What follows belongs to an exercise in optimizing a design on an open flow for small area, a short achievable clock period and few clock cycles per item; a production flow would make more cautious choices.
No functional check of the RTL was part of any run shown here.

==> flow/design.v <==
package fspt_pkg;
	localparam int unsigned TICK_W  = 32;
	localparam int unsigned FRAME_W = 16;
	localparam int unsigned LOSS_W  = 8;
	localparam int unsigned LIMIT_W = TICK_W + LOSS_W;
	localparam logic [LOSS_W-1:0] LOSS_FRAMES_RESET = LOSS_W'(3);
	localparam logic REQ_CAPTURE = 1'b0;
	localparam logic REQ_POLL    = 1'b1;
	typedef struct packed {
		logic              req_type;
		logic [TICK_W-1:0] tick_value;
	} fspt_in_t;
	typedef struct packed {
		logic [FRAME_W-1:0] frame_count;
		logic [TICK_W-1:0]  last_capture;
		logic [TICK_W-1:0]  period_estimate;
		logic               in_sync;
		logic               sync_dropped;
	} fspt_out_t;
endpackage
module frame_sync_period_tracker (
	input  logic                                  clk,
	input  logic                                  arst_n,
	input  logic                                  cfg_we,
	input  logic [fspt_pkg::LOSS_W-1:0]           cfg_wdata,
	input  logic                                  in_valid,
	output logic                                  in_ready,
	input  fspt_pkg::fspt_in_t                    in_item,
	output logic                                  out_valid,
	input  logic                                  out_ready,
	output fspt_pkg::fspt_out_t                   out_item
);
	localparam int unsigned TW = fspt_pkg::TICK_W;
	logic                            h_valid;
	logic                            h_poll;
	logic [TW-1:0]                   h_tick;
	logic                            k_valid;
	logic                            k_poll;
	logic [TW-1:0]                   k_tick;
	logic                            out_valid_q;
	logic                            dropped_q;
	logic [fspt_pkg::LOSS_W-1:0]     loss_q;
	logic [fspt_pkg::FRAME_W-1:0]    frame_q;
	logic [TW-1:0]                   prev_q;
	logic [TW-1:0]                   period_q;
	logic                            locked_q;
	logic                            base_q;
	logic [TW:0]                     acc_q;      
	logic [2:0]                      idx_q;      
	logic                            lbound_q;   
	logic                            exact_q;    
	logic                            init_q;     
	logic                            accept;
	logic                            wait_poll;
	logic                            advance;
	logic                            is_cap;
	logic                            is_poll;
	logic                            restart;
	logic [2:0]                      top;
	logic [2:0]                      top_new;
	assign in_ready  = !k_valid;
	assign accept    = in_valid && !k_valid;
	assign advance   = h_valid && !wait_poll && (!out_valid_q || out_ready);
	assign out_valid = out_valid_q;
	assign is_cap    = advance && !h_poll;
	assign is_poll   = advance && h_poll;
	assign out_item.frame_count     = frame_q;
	assign out_item.last_capture    = prev_q;
	assign out_item.period_estimate = period_q;
	assign out_item.in_sync         = locked_q;
	assign out_item.sync_dropped    = dropped_q;
	logic [TW-1:0]                   interval;
	logic                            no_wrap;    
	assign {no_wrap, interval} = {1'b0, h_tick} + {1'b0, ~prev_q} + (TW+1)'(1);
	logic                            borrow;
	logic [TW-1:0]                   e_a, e_b, e_c, e_d;
	logic [TW-1:0]                   e_s1, e_c1, e_s2, e_c2;
	logic [TW-1:0]                   ema;
	assign borrow = h_tick[1:0] < prev_q[1:0];
	assign e_a  = period_q;
	assign e_b  = ~(period_q >> 2);
	assign e_c  = h_tick >> 2;
	assign e_d  = ~(prev_q >> 2);
	assign e_s1 = e_a ^ e_b ^ e_c;
	assign e_c1 = {((e_a & e_b) | (e_a & e_c) | (e_b & e_c)), 1'b0};
	assign e_s2 = e_s1 ^ e_c1 ^ e_d;
	assign e_c2 = {((e_s1 & e_c1) | (e_s1 & e_d) | (e_c1 & e_d)), !borrow};
	assign ema  = e_s2 + e_c2 + TW'(1) + {!no_wrap, 30'd0};
	logic [TW-1:0]                   th;
	logic                            th_inf;
	logic [TW+1:0]                   w_s, w_c, w;
	logic                            ge;
	logic                            loss_zero;
	logic                            loss_one;
	logic                            exact;
	assign th     = lbound_q ? acc_q[TW-1:0] : period_q;
	assign th_inf = lbound_q && acc_q[TW];
	assign w_s    = {2'b00, h_tick ^ ~prev_q ^ ~th};
	assign w_c    = {1'b0, ((h_tick & ~prev_q) | (h_tick & ~th) | (~prev_q & ~th)), 1'b0};
	assign w      = w_s + w_c + (TW+2)'(2);
	assign ge     = !th_inf && (no_wrap ? w[TW+1] : (w[TW+1] || w[TW]));
	assign loss_zero = loss_q == '0;
	assign loss_one  = loss_q == fspt_pkg::LOSS_W'(1);
	assign exact     = exact_q || loss_one;
	logic                            can_drop;
	logic                            drop_now;
	assign can_drop  = locked_q && (period_q != '0);
	assign drop_now  = can_drop && (loss_zero || (ge && exact));
	assign wait_poll = h_poll && can_drop && !loss_zero && ge && !exact;
	logic                            lbit;
	logic [TW-1:0]                   pm;
	logic [TW+1:0]                   u_s;
	logic                            ovf;
	always_comb begin
		top = 3'd0;
		for (int i = 1; i < 8; i++)
			if (loss_q[i]) top = 3'(i);
		top_new = 3'd0;
		for (int i = 1; i < 8; i++)
			if (cfg_wdata[i]) top_new = 3'(i);
	end
	assign lbit = loss_q[idx_q];
	assign pm   = period_q & {TW{lbit}};
	assign u_s  = {1'b0, acc_q[TW-1:0], 1'b0} + {2'b00, pm};
	assign ovf  = acc_q[TW] || u_s[TW+1] || u_s[TW];
	assign restart = (is_cap && base_q) || cfg_we || init_q;
	always_ff @(posedge clk or negedge arst_n) begin
		if (!arst_n) begin
			idx_q    <= 3'd1;
			lbound_q <= 1'b0;
			exact_q  <= 1'b0;
			init_q   <= 1'b1;
		end else begin
			init_q <= 1'b0;
			if (restart) begin
				lbound_q <= 1'b0;
				exact_q  <= 1'b0;
				idx_q    <= cfg_we ? top_new : top;
			end else if (!exact_q) begin
				lbound_q <= 1'b1;
				if (idx_q == 3'd0)
					exact_q <= 1'b1;
				else
					idx_q <= idx_q - 3'd1;
			end
		end
	end
	always_ff @(posedge clk) begin
		if (restart) begin
			acc_q <= '0;
		end else if (!exact_q) begin
			acc_q <= {ovf, u_s[TW-1:0]};
		end
	end
	always_ff @(posedge clk or negedge arst_n) begin
		if (!arst_n) begin
			h_valid <= 1'b0;
			k_valid <= 1'b0;
		end else begin
			if (advance || !h_valid)
				h_valid <= k_valid || accept;
			if (advance)
				k_valid <= 1'b0;
			else if (h_valid && accept)
				k_valid <= 1'b1;
		end
	end
	always_ff @(posedge clk) begin
		if (advance || !h_valid) begin
			if (k_valid) begin
				h_poll <= k_poll;
				h_tick <= k_tick;
			end else if (accept) begin
				h_poll <= in_item.req_type;
				h_tick <= in_item.tick_value;
			end
		end
		if (accept && h_valid && !advance) begin
			k_poll <= in_item.req_type;
			k_tick <= in_item.tick_value;
		end
	end
	always_ff @(posedge clk or negedge arst_n) begin
		if (!arst_n) begin
			out_valid_q <= 1'b0;
		end else if (advance) begin
			out_valid_q <= 1'b1;
		end else if (out_ready) begin
			out_valid_q <= 1'b0;
		end
	end
	always_ff @(posedge clk) begin
		if (advance) begin
			dropped_q <= h_poll && drop_now;
		end
	end
	always_ff @(posedge clk or negedge arst_n) begin
		if (!arst_n) begin
			loss_q   <= fspt_pkg::LOSS_FRAMES_RESET;
			frame_q  <= '0;
			prev_q   <= '0;
			period_q <= '0;
			locked_q <= 1'b0;
			base_q   <= 1'b0;
		end else begin
			if (cfg_we) begin
				loss_q <= cfg_wdata;
			end
			if (is_cap) begin
				frame_q <= frame_q + fspt_pkg::FRAME_W'(1);
				if (base_q) begin
					period_q <= locked_q ? ema : interval;
					locked_q <= 1'b1;
				end
				base_q <= 1'b1;
				prev_q <= h_tick;
			end else if (is_poll && drop_now) begin
				locked_q <= 1'b0;
				base_q   <= 1'b0;
			end
		end
	end
endmodule
==> flow/run.sh <==
#!/bin/bash
# synth_recipe.tcl (not shown) runs the flow's synth.tcl, then flattens the netlist and writes it again
# the make line also repeats each setting of config.mk as NAME=value (left out here)
make -C /OpenROAD-flow-scripts/flow DESIGN_CONFIG=/design/flow/config.mk WORK_HOME=/design/flow/orfs CLKGATE_MAP_FILE= SYNTH_SCRIPT=/design/flow/synth_recipe.tcl finish
==> flow/config.mk <==
export PLATFORM = sky130hd
export DESIGN_NAME = frame_sync_period_tracker
export DESIGN_NICKNAME = frame_sync_period_tracker
export VERILOG_FILES = /design/flow/design.v
export SDC_FILE = /design/flow/constraint.sdc
export NUM_CORES = 4
export LEC_CHECK = 0
export CAP_MARGIN = 20
export CORE_MARGIN = 2
export CORE_UTILIZATION = 40
export SLEW_MARGIN = 20
==> flow/constraint.sdc <==
create_clock -name core_clock -period 8.0 [get_ports {clk}]
set_input_delay 1.6000 -clock core_clock [delete_from_list [all_inputs] [get_ports {clk}]]
set_output_delay 1.6000 -clock core_clock [all_outputs]
set_load 0.01 [all_outputs]
==> run_results.csv, run 1 <==
group,metric,value,unit
floorplanning,core-area,41850,µm²
cts,htree_levels,4,
layout,num_antenna_cells,0,
timing,setup_viol,0,
logic_synthesis,synthMuxAreaShare,4.656,%
detailed_routing,ant_nets,0,
cts,cts_tree,"yes",
logic_synthesis,async_flop_share,49.75,%
logic_synthesis,avgSynthCellArea,9.353,µm²
worst_hold_path,hold_path.class,"register to register",
timing,finalCriticalPeriod,5.180,ns
cts,clk_latency,0.46,ns
job,maxCapViolations,0,
timing,fin_skew,0.01155,ns
cts,post_cts_buffers,0,
layout,final_common_cell,"inv_1",
timing,worstMarginPinSlew,0.9694,ns
cts,postCtsResizedCells,0,
layout,fin_nets,2245,
logic_synthesis,yosysWarningCount,1,
worst_hold_path,hold_depth,1,
grt,grt_use_met2,31.05,%
detailed_routing,drtPass1Iterations,5,
worst_hold_path,min_from,"frame_q[15]",
layout,utilization,46.44,%
detailed_routing,routed_wl,45.18,mm
worst_setup_path,r2r-end,"h_tick[7]",
worst_hold_path,hold_end,"frame_q[15]",
worst_setup_path,ff2ff_path_depth,13,
run_status,outcome,"timing/DRC/antenna clean",
detailed_routing,wl_per_cell,18.31,µm
logic_synthesis,synthXorXnorAreaFrac,4.449,%
logic_synthesis,synth_area,16930,µm²
timing,slew_viol_final,0,
logic_synthesis,yosysUniqueCellTypes,84,
worst_setup_path,startpoint_type,"register",
cts,clk_pin_slew,0.07,ns
grt,gr-total-overflow,0,
worst_setup_path,path_max_fanout,58,
detailed_routing,via_per_inst,5.377,
placed_design,post-dp-hpwl,36.36,mm
floorplanning,io_pins,130,
cts,root_buffer,"clkbuf_16",
placed_design,place_ws,2.777,ns
worst_setup_path,required,8.09,ns
grt,grt_first_pass_wirelength,72.29,mm
logic_synthesis,synth-compound-area-share,16.82,%
grt,antenna_found_initial,0,
worst_setup_path,crit_type,"register to register",
layout,mostFrequentLayoutCells,"inv_1 (234), ha_1 (190), nor2_1 (141)",
logic_synthesis,synth_seq_cells,199,
logic_synthesis,syn-num-nets,2140,
cts,ctsHoldBuffers,0,
logic_synthesis,ys_seq_area_share,30.45,%
grt,grt_pass1_vias,13260,
floorplanning,start_util,40.45,%
grt,grt_use_met3,3.053,%
floorplanning,rows,75,
floorplanning,die_w,209.7,µm
logic_synthesis,synthFlopType,"dfrtp_1",
worst_setup_path,crit_arrival,5.27,ns
grt,busiest_layer,"met1",
placed_design,numPortBuffers,129,
logic_synthesis,synth_top_family_by_area,"adder cells",
cts,cts.sinks,199,
detailed_routing,drc_errors,0,
detailed_routing,dr_total_vias,13260,
logic_synthesis,synthCells,1810,
logic_synthesis,synthAdderAreaFrac,25.23,%
floorplanning,die_h,209.7,µm
floorplanning,dieArea,43980,µm²
worst_setup_path,rr_startpoint,"lbound_q",
layout,layout-drive-gt1-share,5.757,%
worst_setup_path,crit_path_end_kind,"register",
timing,fmax,193.1,MHz
detailed_routing,drtIter0Drc,827,
placed_design,gp_congestion,0.9374,
cts,numCtsBuffers,17,
grt,use_met1,31.30,%
logic_synthesis,synth-simple-area-share,11.94,%
timing,tns,0,ns
timing,finalCritPeriodShare,64.75,%
worst_setup_path,rrSetupSlack,2.82,ns
grt,groute.usage.overall,21.09,%
layout,area_growth,14.80,%
timing,holdWs,0.4655,ns
cts,clk_path_buf_depth,2,
logic_synthesis,synth_edf_count,67,
timing,worst_slack,2.820,ns
timing,rsz0062_at_grt,"false",
timing,hold_violations,0,
timing,slew_headroom,35.37,%
grt,grt_max_degree,64,
critical path, stage by stage, from the launching register on:
cell       delay, ns
dfrtp_2         1.01
o21ai_0         0.22
fa_1            0.52
inv_1           0.04
ha_1            0.29
ha_1            0.33
and4_1          0.22
and2_1          0.15
a311oi_1        0.32
o211ai_1        0.22
a31o_1          0.32
maj3_2          0.35
o211ai_4        0.33
o2bb2ai_4       0.45
layer usage:
| layer | wire length, µm | share of wire [%] |
|---|---|---|
| met4 | 1323 | 2.9 |
| met5 | 0 | 0 |
| met2 | 19190 | 42 |
| met3 | 2076 | 4.6 |
| met1 | 22590 | 50 |
state kept, by name, indices dropped and copies added, names as in the netlist:
signal and cells:
k_tick 32, period_q 32, acc_q 33, init_q 1, dropped_q 1, loss_q 8, prev_q 32, exact_q 1
locked_q 1, k_poll 1, h_valid 1, base_q 1, h_poll 1, h_tick 32, idx_q 3, out_valid_q 1
k_valid 1, frame_q 16, lbound_q 1
logic make-up after synthesis:
logic type,Yosys count
multiplexers,71
XOR/XNOR,86
AND/OR/NAND/NOR,437
adder cells (fa/ha/maj),285
AO/OA/AOI/OAI,443
other,1
buffers and inverters,288
flip-flops,199
Yosys cell counts (7+ instances only):
master / n / area share, %
o21bai_1: 9 / 0.40
xnor2_1: 52 / 2.7
edfxtp_1: 67 / 12
and3_1: 14 / 0.52
a21oi_1: 101 / 3.0
ha_1: 190 / 14
nor3_1: 25 / 0.74
dfrtp_1: 95 / 14
nand3_1: 23 / 0.68
a21o_1: 48 / 2.1
nor2_1: 142 / 3.1
nor4_1: 9 / 0.33
nor2b_1: 10 / 0.37
xor2_1: 34 / 1.8
o211ai_1: 22 / 0.98
nand2_1: 132 / 2.9
o21ai_1: 19 / 0.56
a211oi_1: 22 / 0.98
clkbuf_1: 45 / 1.0
dfxtp_1: 33 / 3.9
and2_1: 8 / 0.30
fa_1: 94 / 11
or3_1: 14 / 0.52
a31oi_1: 18 / 0.67
inv_1: 234 / 5.2
nand2b_1: 20 / 0.74
buf_1: 7 / 0.16
o21ai_0: 111 / 3.3
mux2i_1: 27 / 1.6
o21a_1: 18 / 0.80
nand4_1: 19 / 0.70
mux2_2: 41 / 2.7
worst max-delay path by stage:
stage	from	endpoint	slack (ns)	depth (start not counted)
after global placement	lbound_q	h_tick[2]	2.79	13
after CTS	lbound_q	h_tick[13]	2.76	13
after detailed placement	lbound_q	h_tick[1]	2.78	13
final	lbound_q	h_tick[7]	2.82	13
after global routing	lbound_q	h_tick[7]	2.49	13
after floorplan	lbound_q	k_poll	2.70	13
stage by stage:
stage               area (µm²)  instances
finish                   19430       2467
global route             19430       2467
CTS                      19430       2467
detailed placement       18810       2435
global placement         18810       2435
floorplan                16930       1810
area by class of cell:
type,count,area [µm²]
multi-input cells,1323,10730
clock inverters,15,196.4
fillers,3988,22420
clock buffers,17,425.4
inverters,234,878.3
well taps,539,674.4
repair buffers,140,1371
flip-flops and latches,199,5157
==> inputs of run 2 (changes only) <==
--- a/flow/config.mk
+++ b/flow/config.mk
@@ -9,3 +9,4 @@
 export CORE_MARGIN = 2
 export CORE_UTILIZATION = 40
+export SETUP_SLACK_MARGIN = 4.0
 export SLEW_MARGIN = 20
==> run_results.csv, run 2 <==
group,metric,value,unit
logic_synthesis,synth.most_common_cell,"inv_1",
floorplanning,die_h,209.7,µm
worst_setup_path,r2r-end,"period_q[25]",
timing,finalCritPeriodShare,56.47,%
placed_design,post-dp-hpwl,37.00,mm
logic_synthesis,async_flop_share,49.75,%
logic_synthesis,synth_area_leaders,"dfrtp_1 (14%), ha_1 (14%), edfxtp_1 (12%)",
grt,grt_first_pass_wirelength,77.99,mm
worst_setup_path,required,8.39,ns
floorplanning,start_util,40.45,%
layout,largest_register,"acc_q",
worst_setup_path,crit_type,"register to register",
job,maxCapViolations,0,
logic_synthesis,synth_edf_count,67,
layout,area_growth,25.39,%
floorplanning,rows,75,
grt,groute.usage.overall,23.22,%
worst_setup_path,ff2ff_path_depth,17,
logic_synthesis,syn-num-nets,2140,
layout,mostFrequentLayoutCells,"inv_1 (213), ha_1 (164), nor2_1 (138)",
cts,htree_levels,4,
grt,gr-total-overflow,0,
worst_setup_path,cp_num_buf_inv,3,
worst_hold_path,hold_depth,1,
cts,clk_path_buf_depth,2,
detailed_routing,drtIter0Drc,937,
timing,slew_headroom,44.69,%
worst_setup_path,crit_path_end_kind,"register",
logic_synthesis,synth_seq_cells,199,
logic_synthesis,synthXorXnorAreaFrac,4.449,%
worst_hold_path,hold_path.class,"register to register",
placed_design,gp_congestion,0.9589,
cts,root_buffer,"clkbuf_16",
worst_hold_path,hold_end,"frame_q[15]",
worst_setup_path,rr_startpoint,"period_q[1]",
detailed_routing,wl_per_cell,19.61,µm
worst_setup_path,slowest_delay,0.56,ns
logic_synthesis,yosysWarningCount,1,
logic_synthesis,ys_top_cells_by_count,"inv_1 (234), ha_1 (190), nor2_1 (142)",
cts,cts_tree,"yes",
floorplanning,die_w,209.7,µm
worst_setup_path,rrSetupSlack,3.48,ns
detailed_routing,drc_errors,0,
cts,numCtsBuffers,17,
logic_synthesis,synthCells,1810,
logic_synthesis,synthMuxAreaShare,4.656,%
logic_synthesis,synth-simple-area-share,11.94,%
timing,finalCriticalPeriod,4.517,ns
detailed_routing,dr_total_vias,13910,
placed_design,numPortBuffers,129,
logic_synthesis,synthAdderAreaFrac,25.23,%
cts,clk_latency,0.50,ns
detailed_routing,ant_nets,0,
grt,grt_pass1_vias,13780,
worst_setup_path,startpoint_type,"register",
logic_synthesis,synth_top_family_by_area,"adder cells",
grt,grt_max_degree,71,
grt,antenna_found_initial,0,
timing,fin_skew,0.01364,ns
timing,tns,0,ns
timing,setup_viol,0,
logic_synthesis,synth-compound-area-share,16.82,%
worst_setup_path,crit_path_cell_trace,"inv_2 -> fa_1 -> inv_2 -> fa_1 -> ha_4 -> ha_4 -> fa_2 -> a211oi_2 -> nor2_2 -> o41a_1 -> o41ai_4 -> buf_4 -> a41oi_2 -> a31oi_1 -> xor2_1 -> a221oi_2 -> a21o_1",
layout,final_area,21230,µm²
timing,rsz0062_at_grt,"true",
worst_hold_path,min_from,"frame_q[15]",
layout,layout-drive-gt1-share,16.88,%
layout,num_antenna_cells,0,
detailed_routing,drtPass1Iterations,5,
timing,slew_viol_final,0,
layout,final_common_cell,"inv_1",
worst_setup_path,path_max_fanout,3,
run_status,outcome,"timing/DRC/antenna clean",
floorplanning,dieArea,43980,µm²
logic_synthesis,synth_area_leader_cell,"dfrtp_1",
layout,utilization,50.72,%
cts,ctsHoldBuffers,0,
logic_synthesis,yosysUniqueCellTypes,84,
timing,fmax,221.4,MHz
logic_synthesis,synth_area,16930,µm²
cts,cts.sinks,199,
logic_synthesis,synthFlopType,"dfrtp_1",
layout,fin_nets,2337,
detailed_routing,routed_wl,50.19,mm
detailed_routing,via_per_inst,5.434,
worst_setup_path,cp_slowest_cell,"fa_1",
logic_synthesis,ys_seq_area_share,30.45,%
floorplanning,core-area,41850,µm²
floorplanning,io_pins,130,
worst_setup_path,crit_arrival,4.91,ns
timing,worstMarginPinSlew,0.8296,ns
logic_synthesis,netlist.area_leader.share,14.04,%
cts,clk_pin_slew,0.08,ns
placed_design,placement.cell_area,18860,µm²
layout,largest_reg_flops,33,
logic_synthesis,avgSynthCellArea,9.353,µm²
worst_setup_path,critPathTopFamily,"adder cells",
timing,hold_violations,0,
run 2: routing by layer:
layer	up-vias	track usage [%]	part of all wire, %
met3	53	4.115	6.5
met4	0	7.166	2.3
met1	6764	33.48	47
met2	381	35.48	45
met5	-	0	0
li1	6707	-	-
run 2: area by class of cell:
| type | count | area, µm² |
|---|---|---|
| clock buffers | 18 | 429.2 |
| clock inverters | 14 | 146.4 |
| fillers | 3868 | 20630 |
| inverters | 234 | 882.1 |
| multi-input cells | 1325 | 11530 |
| flip-flops and latches | 199 | 5186 |
| well taps | 539 | 674.4 |
| repair buffers | 230 | 2376 |
run 2: kinds of logic after synthesis:
logic type	after synthesis
compound gates	443
xor+xnor	86
fa+ha+maj	285
buf+inv	288
flops	199
mux	71
other cells	1
simple gates	437
run 2: timing repair:
action,4_1_cts,5_1_grt
setup endpoints to repair,97,108
cloned,7,1
resized for setup,114,82
buffers inserted,57,27
pin swaps,65,48
run 2: worst reg2reg max path, delay by kind of cell, from the launching register on:
kind / cells / cell delay (ns)
AO/OA/AOI/OAI: 7 / 1.61
buffers and inverters: 3 / 0.29
XOR/XNOR: 1 / 0.21
adder cells (fa/ha/maj): 5 / 1.86
AND/OR/NAND/NOR: 1 / 0.08
flip-flops: 1 / 0.37
run 2: worst max-delay path by stage:
| stage | end | startpoint | depth (start not counted) |
|---|---|---|---|
| 5_1_grt | period_q[27] | period_q[1] | 17 |
| 3_3_place_gp | h_tick[3] | lbound_q | 13 |
| 6_report | period_q[25] | period_q[1] | 17 |
| 2_1_floorplan | k_poll | lbound_q | 13 |
| 3_5_place_dp | h_tick[1] | lbound_q | 13 |
| 4_1_cts | period_q[29] | period_q[1] | 17 |
run 2: metrics by stage:
step	worst slack (ns)	hold WS (ns)	std cells
floorplan	3.576	0.4585	1810
global placement	2.833	0.4631	2435
detailed placement	2.824	0.4663	2435
CTS	3.583	0.4775	2531
global route	3.395	0.4830	2559
finish	3.483	0.4717	2559
==> inputs of run 3 (changes only) <==
--- a/flow/config.mk
+++ b/flow/config.mk
@@ -9,4 +9,4 @@
 export CORE_MARGIN = 2
 export CORE_UTILIZATION = 40
-export SETUP_SLACK_MARGIN = 4.0
+export SETUP_SLACK_MARGIN = 4.5
 export SLEW_MARGIN = 20
==> run_results.csv, run 3 <==
group,metric,value,unit
run_status,outcome,"timing/DRC/antenna clean",
floorplanning,die_h,209.7,µm
layout,area_growth,31.85,%
worst_setup_path,slowest_delay,0.55,ns
cts,htree_levels,4,
placed_design,gp_congestion,0.9274,
timing,worstMarginPinSlew,0.8409,ns
grt,gr-total-overflow,0,
timing,rsz0062_at_grt,"true",
layout,final_common_cell,"inv_1",
detailed_routing,drtPass1Iterations,6,
placed_design,place_ws,2.760,ns
worst_setup_path,startpoint_type,"register",
layout,fin_nets,2368,
logic_synthesis,synthCells,1810,
timing,fmax,226.4,MHz
cts,cts.sinks,199,
detailed_routing,ant_nets,0,
detailed_routing,routed_wl,53.14,mm
logic_synthesis,yosysUniqueCellTypes,84,
logic_synthesis,synth_area_leaders,"dfrtp_1 (14%), ha_1 (14%), edfxtp_1 (12%)",
detailed_routing,drc_errors,0,
grt,grt_pass1_vias,13910,
worst_setup_path,crit_arrival,4.64,ns
layout,num_antenna_cells,0,
floorplanning,core-area,41850,µm²
logic_synthesis,syn-num-nets,2140,
timing,fin_skew,0.01436,ns
placed_design,post-dp-hpwl,38.37,mm
timing,worst_slack,3.583,ns
logic_synthesis,synth_seq_cells,199,
worst_setup_path,crit_type,"register to register",
cts,cts_tree,"yes",
worst_setup_path,crit_path_end_kind,"register",
timing,slew_viol_final,0,
logic_synthesis,async_flop_share,49.75,%
grt,antenna_found_initial,0,
logic_synthesis,synth_area,16930,µm²
logic_synthesis,netlist.area_leader.share,14.04,%
worst_setup_path,cp_slowest_cell,"dfrtp_4",
layout,fillers,3687,
cts,root_buffer,"clkbuf_16",
placed_design,numPortBuffers,129,
timing,tns,0,ns
detailed_routing,wl_per_cell,20.52,µm
grt,groute.usage.overall,24.05,%
worst_setup_path,crit_path_cell_trace,"buf_8 -> buf_6 -> nand2_4 -> o21ai_4 -> fa_2 -> inv_2 -> ha_4 -> ha_4 -> and4_1 -> buf_4 -> a311oi_2 -> o211ai_1 -> a31o_1 -> maj3_2 -> o211ai_4 -> buf_12 -> o2bb2ai_4 -> clkbuf_16",
cts,clk_pin_slew,0.07,ns
worst_setup_path,path_max_fanout,7,
cts,clk_path_buf_depth,2,
layout,layout-drive-gt1-share,22.38,%
cts,ctsHoldBuffers,0,
floorplanning,dieArea,43980,µm²
logic_synthesis,synth_edf_count,67,
layout,largest_reg_flops,33,
layout,mostFrequentLayoutCells,"inv_1 (211), ha_1 (131), nor2_1 (130)",
floorplanning,io_pins,130,
cts,numCtsBuffers,17,
timing,setup_viol,0,
timing,finalCriticalPeriod,4.417,ns
worst_hold_path,hold_path.class,"register to register",
logic_synthesis,avgSynthCellArea,9.353,µm²
detailed_routing,drtIter0Drc,977,
worst_setup_path,crit_top_cell,"ha_4",
floorplanning,die_w,209.7,µm
logic_synthesis,synth.most_common_cell,"inv_1",
timing,finalCritPeriodShare,55.21,%
timing,hold_violations,0,
floorplanning,rows,75,
detailed_routing,via_per_inst,5.451,
grt,grt_max_degree,64,
worst_setup_path,required,8.22,ns
grt,grt_first_pass_wirelength,80.16,mm
job,maxCapViolations,0,
worst_setup_path,rrSetupSlack,3.58,ns
detailed_routing,dr_total_vias,14120,
floorplanning,start_util,40.45,%
layout,largest_register,"acc_q",
logic_synthesis,synth_area_leader_cell,"dfrtp_1",
logic_synthesis,yosysWarningCount,1,
logic_synthesis,ys_top_cells_by_count,"inv_1 (234), ha_1 (190), nor2_1 (142)",
logic_synthesis,synthFlopType,"dfrtp_1",
logic_synthesis,ys_seq_area_share,30.45,%
cts,clk_latency,0.50,ns
timing,slew_headroom,43.94,%
## run 3: cell counts after synthesis
Identical to the previous run, type by type.
## run 3: critical path, delay by kind of cell, from the launching register on
kind	cells	cell delay [ns]
AO/OA/AOI/OAI	6	1.23
flip-flops	1	0.55
buffers and inverters	6	0.85
adder cells (fa/ha/maj)	4	1.22
AND/OR/NAND/NOR	2	0.26
## run 3: timing repair
action                                  CTS  global route
pin swaps                                60           109
cloned                                    6             6
gates resized for setup                 123           160
endpoints found under the setup margin  143           123
setup buffers                            59            52
## run 3: final cells by class
type | instances | area, µm² | area share, %
clock buffers | 19 | 432.9 | 1.940
clock inverters | 13 | 147.6 | 0.6615
inverters | 234 | 878.3 | 3.935
multi-input cells | 1325 | 12250 | 54.88
flip-flops and latches | 199 | 5182 | 23.22
well taps | 539 | 674.4 | 3.021
repair buffers | 261 | 2755 | 12.34
## run 3: final timing paths
check,startpoint,endpoint,cells after the start
max,lbound_q,h_tick[6],18
min,frame_q[15],frame_q[15],1
max reg2reg,lbound_q,h_tick[6],18
min reg2reg,frame_q[15],frame_q[15],1
max in group asynchronous,arst_n,period_q[7],2
min in group asynchronous,arst_n,period_q[0],1
## run 3: cells by family (layout without fill, tap and decap cells)
group	count (synthesis)	count (layout)	share of synthesized area [%]
xor+xnor	86	86	4.449
flops	199	199	30.45
fa+ha+maj	285	285	25.23
buf+inv	288	527	6.430
simple gates	437	437	11.94
compound gates	443	445	16.82
other cells	1	1	0.02215
mux	71	71	4.656
## run 3: per-layer routing
metal	GRT usage, %	up-vias	wire, µm
met5	0	-	0
met4	8.511	0	1249
met3	4.339	62	2863
met2	36.14	383	23950
met1	34.74	6896	25080
li1	-	6777	-
## run 3: metrics by stage
| step | cell area, µm² | cells | util, % | hold WS [ns] |
|---|---|---|---|---|
| after global placement | 19270 | 2435 | 46.05 | 0.4614 |
| final | 22320 | 2590 | 53.33 | 0.4685 |
| after floorplan | 17440 | 1810 | - | 0.4585 |
| after global routing | 22320 | 2590 | 53.33 | 0.5101 |
| after CTS | 21030 | 2532 | 50.24 | 0.4796 |
| after detailed placement | 19270 | 2435 | 46.05 | 0.4693 |

-- static timing again, ports no longer ideal --
In the flow no input, the clock included, has a driving cell. The finished layouts below were timed again as built, in two steps.
Step 1 sets driving cells, clkbuf_16 on the clock port and buf_2 on the other inputs (assumed; they add their load-dependent delay and slew).
Step 2 adds t to the input delays and takes it off the output delays; t is the mean of the earliest and latest rising clock arrival at the registers after step 1. Input paths then give back, and output paths get back, about the clock's delay inside the block.
Slacks: no drivers / after step 1 / after step 2; pairs: no drivers / after step 1.
run	t (ns)	slack for setup (ns)	hold slack, ns	worst setup path at the end
run 1	0.510	2.820 / 2.820 / 2.820	0.465 / 0.465 / 0.465	register to register
run 2	0.542	3.483 / 3.483 / 3.483	0.472 / 0.472 / 0.472	register to register
run 3	0.550	3.583 / 3.583 / 3.583	0.469 / 0.469 / 0.469	register to register
After both steps every run listed still meets setup and hold.
